Context: an optimization exercise on an open-source flow, tuned for small area, a short achievable clock period and few clock cycles. The choices shown serve that exercise and are no tape-out recipe. At most, simulation tests tie the RTL to the original design; equivalence was not proved. Power is estimated from default activity; no workload was simulated.

## two_source_feather_blend
module two_source_feather_blend #(
  parameter int MAX_DIM = 4096,
  parameter bit      CUT_A = 1'b1,
  parameter bit      CUT_B = 1'b1,
  parameter bit      CUT_P = 1'b1,
  parameter bit      CUT_C = 1'b1,
  parameter bit [7:0] CUT_D = 8'b1111_1111
) (
  input  logic                              clk,
  input  logic                              rst,
  input  logic                              cfg_wen,
  input  logic [tsfb_pkg::REG_IDX_W-1:0]    cfg_index,
  input  logic [tsfb_pkg::REG_DATA_W-1:0]   cfg_data,
  input  logic                              s_tvalid,
  output logic                              s_tready,
  input  logic [tsfb_pkg::IN_DATA_W-1:0]    s_tdata,
  output logic                              m_tvalid,
  input  logic                              m_tready,
  output logic [tsfb_pkg::OUT_DATA_W-1:0]   m_tdata
);
  logic [12:0] dim [0:3];
  logic        alpha_mode;
  logic [12:0] cfg_clamped;
  assign cfg_clamped = (cfg_data > 13'(MAX_DIM)) ? 13'(MAX_DIM) : cfg_data;
  always_ff @(posedge clk) begin
    if (rst) begin
      dim[0] <= 13'd1024;
      dim[1] <= 13'd1024;
      dim[2] <= 13'd1024;
      dim[3] <= 13'd1024;
      alpha_mode <= 1'b0;
  ...
Size in the first run: about 180 I/O pins, about 0.12 mm^2 of cells after synthesis.
Settings: LEC_CHECK=0, CAP_MARGIN=20, CORE_MARGIN=2, CORE_UTILIZATION=40, SETUP_SLACK_MARGIN=3.7, SLEW_MARGIN=20; clock period 7.5 ns.
run.sh (not shown) runs the stock make flow with config.mk's settings and CLKGATE_MAP_FILE= SYNTH_SCRIPT=/design/flow/synth_recipe.tcl, a recipe that flattens the netlist after the stock synthesis.
Edit:
--- a/flow/design.v
+++ b/flow/design.v
@@ -1158,16 +1158,17 @@
   assign ps[29] = a[22] & b[7];
   assign pc[29] = c131;
   assign ps[30] = 1'b0;
   assign pc[30] = 1'b0;
 endmodule
 module two_source_feather_blend #(
   parameter int MAX_DIM = 4096,
   parameter bit      CUT_A = 1'b1,
+  parameter bit      CUT_R = 1'b1,
   parameter bit      CUT_B = 1'b1,
   parameter bit      CUT_P = 1'b1,
   parameter bit      CUT_C = 1'b1,
   parameter bit [7:0] CUT_D = 8'b1111_1111
 ) (
   input  logic                              clk,
   input  logic                              rst,
   input  logic                              cfg_wen,
@@ -1238,36 +1239,45 @@
   logic [WA-1:0] pa;
   tsfb_pipe #(.W(WA), .CUT(CUT_A)) u_cut_a (
     .clk(clk), .rst(rst), .en(en), .vi(s_tvalid),
     .di({nz0, m0, ch0}), .vo(v1), .dq(pa));
   logic [1:0]  nz1;
   logic [47:0] m1;
   logic [50:0] ch1;
   assign {nz1, m1, ch1} = pa;
-  logic [22:0] wt1_0;
-  logic [22:0] wt1_1;
   logic [23:0] ws1_0;
   logic [23:0] wc1_0;
   logic [23:0] ws1_1;
   logic [23:0] wc1_1;
+  tsfb_mul_12x12 u_mul_w0 (.a(nz1[0] ? m1[11:0]  : 12'd0), .b(m1[23:12]), .ps(ws1_0), .pc(wc1_0));
+  tsfb_mul_12x12 u_mul_w1 (.a(nz1[1] ? m1[35:24] : 12'd0), .b(m1[47:36]), .ps(ws1_1), .pc(wc1_1));
+  localparam int WR = 1 + 96 + 51;
+  logic          v1r;
+  logic [WR-1:0] pr;
+  tsfb_pipe #(.W(WR), .CUT(CUT_R)) u_cut_r (
+    .clk(clk), .rst(rst), .en(en), .vi(v1),
+    .di({|nz1, wc1_1, ws1_1, wc1_0, ws1_0, ch1}), .vo(v1r), .dq(pr));
+  logic        any1r;
+  logic [23:0] ws1r_0;
+  logic [23:0] wc1r_0;
+  logic [23:0] ws1r_1;
+  logic [23:0] wc1r_1;
+  logic [50:0] ch1r;
+  assign {any1r, wc1r_1, ws1r_1, wc1r_0, ws1r_0, ch1r} = pr;
   logic [23:0] wp1_0;
   logic [23:0] wp1_1;
-  tsfb_mul_12x12 u_mul_w0 (.a(m1[11:0]),  .b(m1[23:12]), .ps(ws1_0), .pc(wc1_0));
-  tsfb_mul_12x12 u_mul_w1 (.a(m1[35:24]), .b(m1[47:36]), .ps(ws1_1), .pc(wc1_1));
-  assign wp1_0 = ws1_0 + wc1_0;
-  assign wp1_1 = ws1_1 + wc1_1;
-  assign wt1_0 = nz1[0] ? wp1_0[22:0] : 23'd0;
-  assign wt1_1 = nz1[1] ? wp1_1[22:0] : 23'd0;
+  assign wp1_0 = ws1r_0 + wc1r_0;
+  assign wp1_1 = ws1r_1 + wc1r_1;
   localparam int WB = 1 + 46 + 51;
   logic          v2;
   logic [WB-1:0] pb;
   tsfb_pipe #(.W(WB), .CUT(CUT_B)) u_cut_b (
-    .clk(clk), .rst(rst), .en(en), .vi(v1),
-    .di({|nz1, wt1_1, wt1_0, ch1}), .vo(v2), .dq(pb));
+    .clk(clk), .rst(rst), .en(en), .vi(v1r),
+    .di({any1r, wp1_1[22:0], wp1_0[22:0], ch1r}), .vo(v2), .dq(pb));
   logic        any2;
   logic [22:0] wt2_0;
   logic [22:0] wt2_1;
   logic [50:0] ch2;
   assign {any2, wt2_1, wt2_0, ch2} = pb;
   logic [23:0]  tot2;
   logic [185:0] prd2;
   logic [23:0]  lo2;
Area after synthesis is higher by 5.2%.
Worst setup slack improves by 1.5 ns.
Die area rose by 5.2%.
Total power came out lower by 24%.
Cell count rises by 1.7%.
Sequential share of layout area went up by 2.1 points.
Global-route usage drops by 1.1 points.
Utilization drops by 1.2 points.
Testbench counts after the change, summed over its fixed seeds: cycles 15,072.
Only the layout flow was run in the first run of this note; the RTL was not checked for function there.

-- port drivers added, routing unchanged --
How much do the figures lean on ideal ports? The routed layouts below were timed once more, with nothing changed but the port constraints.
Step 1, drivers: a clkbuf_16 drives clk and a buf_2 each remaining input, both assumed.
Step 2, shift: input delay + t, output delay - t, t = (earliest + latest rising clock arrival at the registers) / 2. This alone moves slack from input paths to output paths.
Slacks: ideal / step 1 / step 2; pairs: ideal / step 1.
| run | t, ns | setup slack, ns | worst hold slack (ns) | slew at the worst register clock pin (ns) |
|---|---|---|---|---|
| the first run | 0.954 | 2.109 / 2.109 / 2.109 | 0.332 / 0.332 / 0.332 | 0.07 / 0.07 |
| the second run | 0.958 | 3.623 / 3.623 / 2.865 | 0.380 / 0.380 / 0.380 | 0.07 / 0.07 |
After both steps setup and hold are still met in every run listed. The setup slack of the second run, which loses most, moves by 0.000 ns with the drivers and by -0.758 ns with both steps.
